Source: an optimization exercise on an open RTL-to-GDS flow (aim: small area, a short achievable clock period and few clock cycles per item). Production flows keep margins and buffers that such runs may drop.
Function was checked by simulation only, so behaviour that the tests miss may differ from the original.
Power is estimated from default activity; no workload was simulated.

==> flow/design.v <==
package ostb_pkg;
    localparam int TIMER_COUNT_DEF = 16;
    localparam int PERIOD_BITS_DEF = 16;
    localparam int CMD_BITS    = 3;
    localparam int INDEX_BITS  = 4;
    localparam int PERIOD_W    = 16;
    localparam int MASK_BITS   = 16;
    localparam int PRESC_BITS  = 8;
    localparam logic [PRESC_BITS-1:0] PRESCALE_RESET = 8'd100;
    typedef enum logic [CMD_BITS-1:0] {
        CMD_TICK       = 3'd0,
        CMD_CONFIGURE  = 3'd1,
        CMD_START      = 3'd2,
        CMD_STOP       = 3'd3,
        CMD_DEINIT     = 3'd4,
        CMD_CLEAR_FLAG = 3'd5,
        CMD_QUERY      = 3'd6,
        CMD_DEINIT_ALL = 3'd7
    } t_cmd;
    typedef enum logic [2:0] {
        S_IDLE,
        S_EXEC,
        S_START_WR,
        S_PASS,
        S_FINISH
    } t_state;
    typedef struct packed {
        logic active;    
        logic expired;   
    } t_step;
endpackage
module ostb_ram #(
    parameter int WIDTH = 16,
    parameter int DEPTH = 16,
    localparam int AW   = (DEPTH > 1) ? $clog2(DEPTH) : 1
) (
    input  logic             i_clk,
    input  logic             i_we,
    input  logic [AW-1:0]    i_waddr,
    input  logic [WIDTH-1:0] i_wdata,
    input  logic [AW-1:0]    i_raddr,
    output logic [WIDTH-1:0] o_rdata
);
    logic [WIDTH-1:0] r_mem [DEPTH];
    logic [WIDTH-1:0] r_rdata;
    always_ff @(posedge i_clk) begin
        if (i_we) begin
            r_mem[i_waddr] <= i_wdata;
        end
        r_rdata <= r_mem[i_raddr];
    end
    assign o_rdata = r_rdata;
endmodule
module ostb_step #(
    parameter int PERIOD_BITS = 16
) (
    input  logic [PERIOD_BITS-1:0] i_period,
    input  logic [PERIOD_BITS-1:0] i_remaining,
    output logic [PERIOD_BITS-1:0] o_remaining,
    output ostb_pkg::t_step        o_res
);
    always_comb begin
        o_res.active  = (i_period != '0) && (i_remaining != '0);
        o_remaining   = i_remaining - PERIOD_BITS'(1);
        o_res.expired = o_res.active && (o_remaining == '0);
    end
endmodule
module one_shot_timer_bank #(
    parameter int TIMER_COUNT = ostb_pkg::TIMER_COUNT_DEF,
    parameter int PERIOD_BITS = ostb_pkg::PERIOD_BITS_DEF
) (
    input  logic                            i_clk,
    input  logic                            i_rst_n,
    input  logic                            i_cfg_we,
    input  logic [ostb_pkg::PRESC_BITS-1:0] i_cfg_wdata,
    input  logic                            i_cmd_valid,
    output logic                            o_cmd_ready,
    input  logic [ostb_pkg::CMD_BITS-1:0]   i_cmd,
    input  logic [ostb_pkg::INDEX_BITS-1:0] i_cmd_index,
    input  logic [ostb_pkg::PERIOD_W-1:0]   i_cmd_period,
    input  logic                            i_cmd_cben,
    output logic                            o_res_valid,
    input  logic                            i_res_ready,
    output logic                            o_res_pass_done,
    output logic [ostb_pkg::MASK_BITS-1:0]  o_res_expired_mask,
    output logic [ostb_pkg::MASK_BITS-1:0]  o_res_fire_mask,
    output logic                            o_res_elapsed
);
    localparam int NT = 16;
    localparam int PB = 16;
    localparam logic [2:0] CMD_TICK       = 3'd0;
    localparam logic [2:0] CMD_CONFIGURE  = 3'd1;
    localparam logic [2:0] CMD_START      = 3'd2;
    localparam logic [2:0] CMD_STOP       = 3'd3;
    localparam logic [2:0] CMD_DEINIT     = 3'd4;
    localparam logic [2:0] CMD_CLEAR_FLAG = 3'd5;
    localparam logic [2:0] CMD_QUERY      = 3'd6;
    localparam logic [2:0] CMD_DEINIT_ALL = 3'd7;
    logic          r_rdy;
    logic [7:0]    r_limit;
    logic [7:0]    r_presc;
    logic          r_pn;        
    logic          n_pn;
    logic [PB-1:0] r_p [NT];
    logic [PB-1:0] r_r [NT];
    logic [NT-1:0] r_pnz;       
    logic [NT-1:0] r_rnz;       
    logic [NT-1:0] r_flag;
    logic [NT-1:0] r_cben;
    logic          r_ov, r_sv;
    logic          r_o_pass, r_o_el;
    logic [NT-1:0] r_o_exp, r_o_fire;
    logic          r_s_pass, r_s_el;
    logic [NT-1:0] r_s_exp;
    logic          acc;
    logic          c_tick, c_cfg, c_start, c_stop, c_deinit, c_clr, c_dall, c_keep;
    logic          pass;
    logic [NT-1:0] sel;
    logic [NT-1:0] active, last, expd, dec;
    logic [PB-1:0] zlo [NT];
    logic [NT-1:0] n_flag, n_pnz, n_rnz;
    logic          elapsed;
    logic          out_free, n_ov, n_sv;
    function automatic logic [PB-1:0] zeros_below(input logic [PB-1:0] v);
        logic [PB-1:0] z;
        z[0] = 1'b1;
        for (int k = 1; k < PB; k++) z[k] = z[k-1] & !v[k-1];
        zeros_below = z;
    endfunction
    assign acc = i_cmd_valid & r_rdy;
    always_comb begin
        c_tick   = acc && (i_cmd == CMD_TICK);
        c_cfg    = acc && (i_cmd == CMD_CONFIGURE);
        c_start  = acc && (i_cmd == CMD_START);
        c_stop   = acc && (i_cmd == CMD_STOP);
        c_deinit = acc && (i_cmd == CMD_DEINIT);
        c_clr    = acc && (i_cmd == CMD_CLEAR_FLAG);
        c_dall   = acc && (i_cmd == CMD_DEINIT_ALL);
        c_keep   = (i_cmd == CMD_TICK) || (i_cmd == CMD_START) ||
                   (i_cmd == CMD_STOP) || (i_cmd == CMD_QUERY);
        pass     = c_tick & r_pn;
        sel      = NT'(1) << i_cmd_index;
    end
    always_comb begin
        for (int t = 0; t < NT; t++) begin
            active[t] = r_pnz[t] & r_rnz[t];
            last[t]   = active[t] & (r_r[t] == PB'(1));
            expd[t]   = pass & last[t];
            zlo[t]    = zeros_below(r_r[t]);
            dec[t]    = pass & active[t];
            n_flag[t] = r_flag[t] | expd[t];
            n_pnz[t]  = r_pnz[t];
            n_rnz[t]  = r_rnz[t] & !expd[t];
            if (sel[t] & c_cfg) begin
                n_pnz[t]  = (i_cmd_period != '0);
                n_flag[t] = 1'b0;
            end
            if (sel[t] & c_start) n_rnz[t] = r_pnz[t];
            if (sel[t] & c_stop)  n_rnz[t] = 1'b0;
            if ((sel[t] & c_deinit) | c_dall) begin
                n_pnz[t]  = 1'b0;
                n_rnz[t]  = 1'b0;
                n_flag[t] = 1'b0;
            end
            if (sel[t] & c_clr) n_flag[t] = 1'b0;
        end
        elapsed = c_keep & (r_flag[i_cmd_index] | (pass & last[i_cmd_index]));
    end
    always_ff @(posedge i_clk) begin
        for (int t = 0; t < NT; t++) begin
            if (sel[t] & c_cfg) begin
                r_p[t]    <= i_cmd_period;
                r_cben[t] <= i_cmd_cben;
            end
            r_r[t] <= (sel[t] & c_start) ? r_p[t] : r_r[t] ^ ({PB{dec[t]}} & zlo[t]);
        end
    end
    always_comb begin
        out_free = !r_ov | i_res_ready;
        n_ov = r_ov;
        n_sv = r_sv;
        if (out_free) begin
            n_ov = r_sv | acc;
            n_sv = r_sv & acc;
        end else if (acc) begin
            n_sv = 1'b1;
        end
    end
    always_ff @(posedge i_clk) begin
        if (out_free) begin
            if (r_sv) begin
                r_o_pass <= r_s_pass;
                r_o_exp  <= r_s_exp;
                r_o_fire <= r_s_exp & r_cben;
                r_o_el   <= r_s_el;
            end else begin
                r_o_pass <= pass;
                r_o_exp  <= expd;
                r_o_fire <= expd & r_cben;
                r_o_el   <= elapsed;
            end
        end
        if (acc & !out_free) begin
            r_s_pass <= pass;
            r_s_exp  <= expd;
            r_s_el   <= elapsed;
        end
    end
    always_comb begin
        if (i_cfg_we)    n_pn = ({1'b0, r_presc} + 9'd1 >= {1'b0, i_cfg_wdata});
        else if (pass)   n_pn = (8'd1 >= r_limit);
        else if (c_tick) n_pn = ({1'b0, r_presc} + 9'd2 >= {1'b0, r_limit});
        else             n_pn = r_pn;
    end
    always_ff @(posedge i_clk) begin
        if (!i_rst_n) begin
            r_rdy   <= 1'b1;
            r_ov    <= 1'b0;
            r_sv    <= 1'b0;
            r_limit <= 8'd100;
            r_presc <= '0;
            r_pn    <= 1'b0;
            r_pnz   <= '0;
            r_rnz   <= '0;
            r_flag  <= '0;
        end else begin
            r_ov    <= n_ov;
            r_sv    <= n_sv;
            r_rdy   <= !(n_ov & n_sv);
            r_pnz   <= n_pnz;
            r_rnz   <= n_rnz;
            r_flag  <= n_flag;
            r_pn    <= n_pn;
            if (i_cfg_we) begin
                r_limit <= i_cfg_wdata;
            end
            if (c_tick) begin
                r_presc <= pass ? 8'd0 : r_presc + 8'd1;
            end
        end
    end
    assign o_cmd_ready        = r_rdy;
    assign o_res_valid        = r_ov;
    assign o_res_pass_done    = r_o_pass;
    assign o_res_expired_mask = r_o_exp;
    assign o_res_fire_mask    = r_o_fire;
    assign o_res_elapsed      = r_o_el;
endmodule
clock: 5.0 ns
lec_check: 0
abc_area: 1
cap_margin: 20
core_margin: 2
core_utilization: 40
cts_cluster_diameter: 80
cts_cluster_size: 24
place_density: 0.6
setup_slack_margin: 3.0
slew_margin: 20
run.sh (not shown) runs the stock make flow with config.mk's settings and CLKGATE_MAP_FILE= SYNTH_SCRIPT=/design/flow/synth_recipe.tcl, a recipe that flattens the netlist after the stock synthesis.
The first run produced a clean layout.
Testbench counts at the start, summed over its fixed seeds: cycles 4,808, items 4,800.
Rerun with:
- CTS_CLUSTER_DIAMETER: 80 -> 100
- CTS_CLUSTER_SIZE: 24 -> 30
- GPL_ROUTABILITY_DRIVEN: default -> 0
- SETUP_SLACK_MARGIN: 3.0 -> 2.8
What happened:
- The changed run produced a clean layout
- power decreases by 5.4%
- setup slack barely changes
- cell count decreases by 4.0%
- hold slack barely changes
- cell area decreases by 9.5%
- synthesized area stays the same
Rerun with:
- CTS_CLUSTER_DIAMETER: 100 -> default
- CTS_CLUSTER_SIZE: 30 -> default
- GPL_ROUTABILITY_DRIVEN: 0 -> default
- SETUP_SLACK_MARGIN: 2.8 -> 2.6
Outcome:
- first-iteration DRC count goes up by a few percent
- register-to-register slack is worse by 100 ps
- count of clock-buffer cells in the layout goes up by 61
- worst setup slack is worse by 130 ps
- power goes up by a quarter to a third
- via count goes up slightly
- design area goes up by a few percent
- utilization goes up by 1.1 points
- routed wire length goes up slightly

-- afterwards: timing with drivers on the ports --
No port has a modelled driver above. Below, the same layouts with a new extraction and two added sets of constraints.
Step 1 (the two cells are an assumption about what drives the block):
set clk [get_ports {i_clk}]
set_driving_cell -lib_cell sky130_fd_sc_hd__clkbuf_16 $clk
set_driving_cell -lib_cell sky130_fd_sc_hd__buf_2 [delete_from_list [all_inputs] $clk]
Step 2 also shifts input and output timing later by t, the mid clock arrival at the registers, as if the neighbouring blocks saw the same clock.
Three values: no drivers, after step 1, after step 2; two values: the first two.
run	shift t [ns]	slack for setup (ns)	latest minus earliest clock arrival (ns)	worst slew at a driven data input, ns
the first run	0.639	2.781 / 2.719 / 2.157	0.027 / 0.028	0.09
the second run	0.672	2.782 / 2.730 / 2.120	0.031 / 0.030	0.10
the third run	0.675	2.650 / 2.595 / 1.957	0.025 / 0.024	0.10
After both steps every run listed still meets setup and hold. For the third run, which loses most, drivers alone change the setup slack by -0.055 ns; drivers and shift together by -0.693 ns.
